From an optimization exercise on the open Yosys and OpenROAD flow, aimed at small area, a short achievable clock period and few clock cycles; shortcuts taken in it are not production practice. In this exercise RTL edits were held to simulation tests only and were not proved equivalent to the original. Power figures rest on the tool's default switching activity, not on a simulated workload.

Design ap_top, start of the top module:
module ap_top
(
  input  logic                     clock,
  input  logic                     rst,
  input  logic                     req_write,
  input  logic [1:0]               req_col,
  input  logic [4-1:0]  req_row,
  input  logic [8-1:0] req_data,
  input  logic                     req_valid,
  output logic                     req_ready,
  output logic [9-1:0]  rsp_data,
  output logic                     rsp_valid,
  input  logic [2:0]               op,
  input  logic                     op_valid,
  output logic                     op_ready,
  output logic                     op_done
);
clock: 5.0 ns
lec_check: 0
cap_margin: 20
core_margin: 2
core_utilization: 40
setup_slack_margin: 2.5
slew_margin: 20
run.sh (not shown) runs the stock make flow with config.mk's settings and CLKGATE_MAP_FILE= SYNTH_SCRIPT=/design/flow/synth_recipe.tcl, a recipe that flattens the netlist after the stock synthesis.
The starting point completed with no timing, DRC or antenna violations.
Testbench counts at the start, summed over its fixed seeds: cycles 2,696.
Rerun with:
Settings changed: ABC_AREA set to 1.
What happened:
- combinational power falls by about 20%
- area after synthesis shrinks by 3.1%
- clock power goes down by about 5%
- total power fell by 4.1%
- fmax increases by 15%
- utilization falls by 0.13 points
- die area came out lower by 3.1%
- worst setup slack improved by 490 ps
- critical path depth grows by 5
- synthesized cell count is higher by 26%
- design area went down by 4.4%

* * *

== build 19 ==
ap_top, a different RTL version from the one above (not shown whole).
For scale: roughly 1700 cells after synthesis, ~450 flip-flops, ~35 I/O pins, roughly 18000 um2 of cells after synthesis.
export LEC_CHECK = 0
export ABC_AREA = 1
export CAP_MARGIN = 20
export CORE_MARGIN = 2
export CORE_UTILIZATION = 40
export SETUP_SLACK_MARGIN = 2.6
export SLEW_MARGIN = 60
create_clock -name core_clock -period 5.0 [get_ports {clock}]
standard.sh (not shown) runs the stock make flow with config.mk's settings and CLKGATE_MAP_FILE= SYNTH_SCRIPT=/design/flow/synth_recipe.tcl, a recipe that flattens the netlist after the stock synthesis.
==> flow/flow/run.sh <==
#!/bin/bash
# The standard layout (standard.sh) with these settings changed:
# - ports are buffered with buf_4 rather than the delay-cell buffer that
#   buffer_ports picks by default (every port still gets its buffer);
# - gate sizing may change a cell's footprint (the platform holds it to the
#   same footprint by default), so timing repair can upsize weak drivers;
# - clock tree synthesis adds no dummy loads and clusters up to 24 sinks
#   within 80 um under each leaf buffer (ORFS's defaults otherwise).
# All of make's output goes to standard.log; ORFS's own logs stay in orfs/logs.
set -o pipefail
bash standard.sh MATCH_CELL_FOOTPRINT=0 \
  "BUFFER_PORTS_ARGS=-buffer_cell sky130_fd_sc_hd__buf_4" \
  "CTS_ARGS=-sink_clustering_enable -repair_clock_nets -dont_use_dummy_load -sink_clustering_size 24 -sink_clustering_max_diameter 80" \
  finish > standard.log 2>&1
Testbench counts of build 19, summed over its fixed seeds: cycles 2,696.
> inputs changed (build 19 -> build 93)
Settings: a change of SETUP_SLACK_MARGIN from 2.6 to 2.65.
diff --git a/flow/flow/run.sh b/flow/flow/run.sh
--- a/flow/flow/run.sh
+++ b/flow/flow/run.sh
@@ -2,3 +2,3 @@
 # The standard layout (standard.sh) with these settings changed:
-# - ports are buffered with buf_4 rather than the delay-cell buffer that
+# - ports are buffered with buf_2 rather than the delay-cell buffer that
 #   buffer_ports picks by default (every port still gets its buffer);
@@ -11,3 +11,3 @@
 bash standard.sh MATCH_CELL_FOOTPRINT=0 \
-  "BUFFER_PORTS_ARGS=-buffer_cell sky130_fd_sc_hd__buf_4" \
+  "BUFFER_PORTS_ARGS=-buffer_cell sky130_fd_sc_hd__buf_2" \
   "CTS_ARGS=-sink_clustering_enable -repair_clock_nets -dont_use_dummy_load -sink_clustering_size 24 -sink_clustering_max_diameter 80" \
Findings:
Build 93 did not stop at any stage, and its layout met the timing, design-rule and antenna checks.
Going from build 19 to build 93, sum of met3 wire segment lengths after detailed routing increased by about 22% relative to the old numbers, clock slew seen by the registers of the worst setup and hold paths comparable.
Build 93 against build 19; final routed wirelength across all metal layers is up by a few percent.
Setup slack at placement (lower): build 19
Shortest period the worst path allows: build 93 worse than build 19
| final design instance area without fill | lower: build 19 |
Diff build 19 -> build 93 | combinational cell power | up slightly
Build 19 has lower area added between synthesis and finish than build 93.
Build 93 does worse than build 19 on overall power consumption.
Modified inputs, build 45 compared to build 93
Settings: a change of SETUP_SLACK_MARGIN from 2.65 to 2.6; a change of CORE_UTILIZATION from 40 to 50.
diff --git a/flow/flow/run.sh b/flow/flow/run.sh
--- a/flow/flow/run.sh
+++ b/flow/flow/run.sh
@@ -2,3 +2,3 @@
 # The standard layout (standard.sh) with these settings changed:
-# - ports are buffered with buf_2 rather than the delay-cell buffer that
+# - ports are buffered with buf_4 rather than the delay-cell buffer that
 #   buffer_ports picks by default (every port still gets its buffer);
@@ -11,3 +11,3 @@
 bash standard.sh MATCH_CELL_FOOTPRINT=0 \
-  "BUFFER_PORTS_ARGS=-buffer_cell sky130_fd_sc_hd__buf_2" \
+  "BUFFER_PORTS_ARGS=-buffer_cell sky130_fd_sc_hd__buf_4" \
   "CTS_ARGS=-sink_clustering_enable -repair_clock_nets -dont_use_dummy_load -sink_clustering_size 24 -sink_clustering_max_diameter 80" \
Results
- Looking at the reports, build 45 completed the entire flow and the layout it produced met the timing, design-rule and antenna checks.
- When build 45 is measured against build 93, its post-route clock period utilization turns out 0.47 points lower.
- Build 93 and build 45 ended up with nearly the same post-layout instance area.
- Going from build 93 to build 45, the die area was shrunk.
- Power, build 45 vs build 93: down by a few percent
- When build 45 is set beside build 93, its routing usage on met2 turns out to be 11 points larger.
#### Input delta (build 59 over build 45)
Settings: CORE_UTILIZATION: 50 -> 40.
==> flow/flow/run.sh <==
#!/bin/bash
# The standard layout (standard.sh) with these settings changed:
# - ports are buffered with buf_4 rather than the delay-cell buffer that
#   buffer_ports picks by default (every port still gets its buffer);
# - gate sizing may change a cell's footprint (the platform holds it to the
#   same footprint by default), so timing repair can upsize weak drivers;
# - clock tree synthesis adds no dummy loads and clusters up to 27 sinks
#   within 90 um under each leaf buffer (ORFS's defaults otherwise).
# All of make's output goes to standard.log; ORFS's own logs stay in orfs/logs.
set -o pipefail
bash standard.sh MATCH_CELL_FOOTPRINT=0 \
  "BUFFER_PORTS_ARGS=-buffer_cell sky130_fd_sc_hd__buf_4" \
  "CTS_ARGS=-sink_clustering_enable -repair_clock_nets -dont_use_dummy_load -sink_clustering_size 27 -sink_clustering_max_diameter 90" \
  finish > standard.log 2>&1
- Number of nets in the finished design is higher on build 59
- Cells: build 59 has more instances than build 45
- Count of clock-buffer cells in the layout was lower in build 59 than in build 45.
- Horizontal die dimension (build 59 / build 45): 1.12
- Summary of build 59 over build 45: multi-input gate count held; total of cells resized after clock tree synthesis picked up an extra about 13%.
- The destination of the critical timing path comes out rsp_q[6] in one run and rsp_q[3] in the other, namely in build 45 and build 59 respectively.
Modified inputs, build 32 compared to build 59
==> flow/flow/run.sh <==
#!/bin/bash
# The standard layout (standard.sh) with these settings changed:
# - ports are buffered with buf_2 rather than the delay-cell buffer that
#   buffer_ports picks by default (every port still gets its buffer);
# - gate sizing may change a cell's footprint (the platform holds it to the
#   same footprint by default), so timing repair can upsize weak drivers;
# - clock tree synthesis adds no dummy loads and clusters up to 24 sinks
#   within 80 um under each leaf buffer (ORFS's defaults otherwise).
# All of make's output goes to standard.log; ORFS's own logs stay in orfs/logs.
set -o pipefail
bash standard.sh MATCH_CELL_FOOTPRINT=0 \
  "BUFFER_PORTS_ARGS=-buffer_cell sky130_fd_sc_hd__buf_2" \
  "CTS_ARGS=-sink_clustering_enable -repair_clock_nets -dont_use_dummy_load -sink_clustering_size 24 -sink_clustering_max_diameter 80" \
  finish > standard.log 2>&1
Findings:
Build 32 went all the way through synthesis, placement and routing and the layout is clean on timing, DRC and antenna.
The destination of the critical timing path comes out rsp_q[3] in one run and rsp_q[0] in the other, namely in build 59 and build 32 respectively.
Delta (build 32 minus build 59): total routing resource utilization after global routing held; final critical-path share of the clock period went down 1.0 points; xor-xnor portion of the synthesized cell area held; post-route core utilization went down 0.40 points; TritonCTS buffer count went up about 30%.
Build 59 → build 32: power +2.9%, residual DRC count ~0 delta.

==> separate check: timing with driven ports <==
How much do the figures lean on ideal ports? The routed layouts below were timed once more, with nothing changed but the port constraints.
Step 1 (the two cells are an assumption about what drives the block):
set clk [get_ports {clock}]
set_driving_cell -lib_cell sky130_fd_sc_hd__clkbuf_16 $clk
set_driving_cell -lib_cell sky130_fd_sc_hd__buf_2 [delete_from_list [all_inputs] $clk]
Step 2 also shifts input and output timing later by t, the mid clock arrival at the registers, as if the neighbouring blocks saw the same clock.
a / b / c = ideal ports / drivers / drivers and shift; a / b = the first two.
run | t, ns | setup slack, ns | worst setup path at the end
the first run of note 1 | 0.635 | 1.161 / 1.022 / 0.387 | input to register
the second run of note 1 | 0.605 | 1.648 / 1.671 / 1.065 | input to register
build 19 | 0.605 | 2.539 / 2.428 / 1.823 | input to register
build 93 | 0.613 | 2.522 / 2.426 / 1.813 | input to register
build 45 | 0.595 | 2.545 / 2.414 / 1.819 | input to register
build 59 | 0.600 | 2.570 / 2.410 / 1.810 | input to register
build 32 | 0.629 | 2.623 / 2.426 / 1.797 | input to register
After both steps setup and hold are still met in every run listed. The setup slack of build 32, which loses most, moves by -0.197 ns with the drivers and by -0.826 ns with both steps.
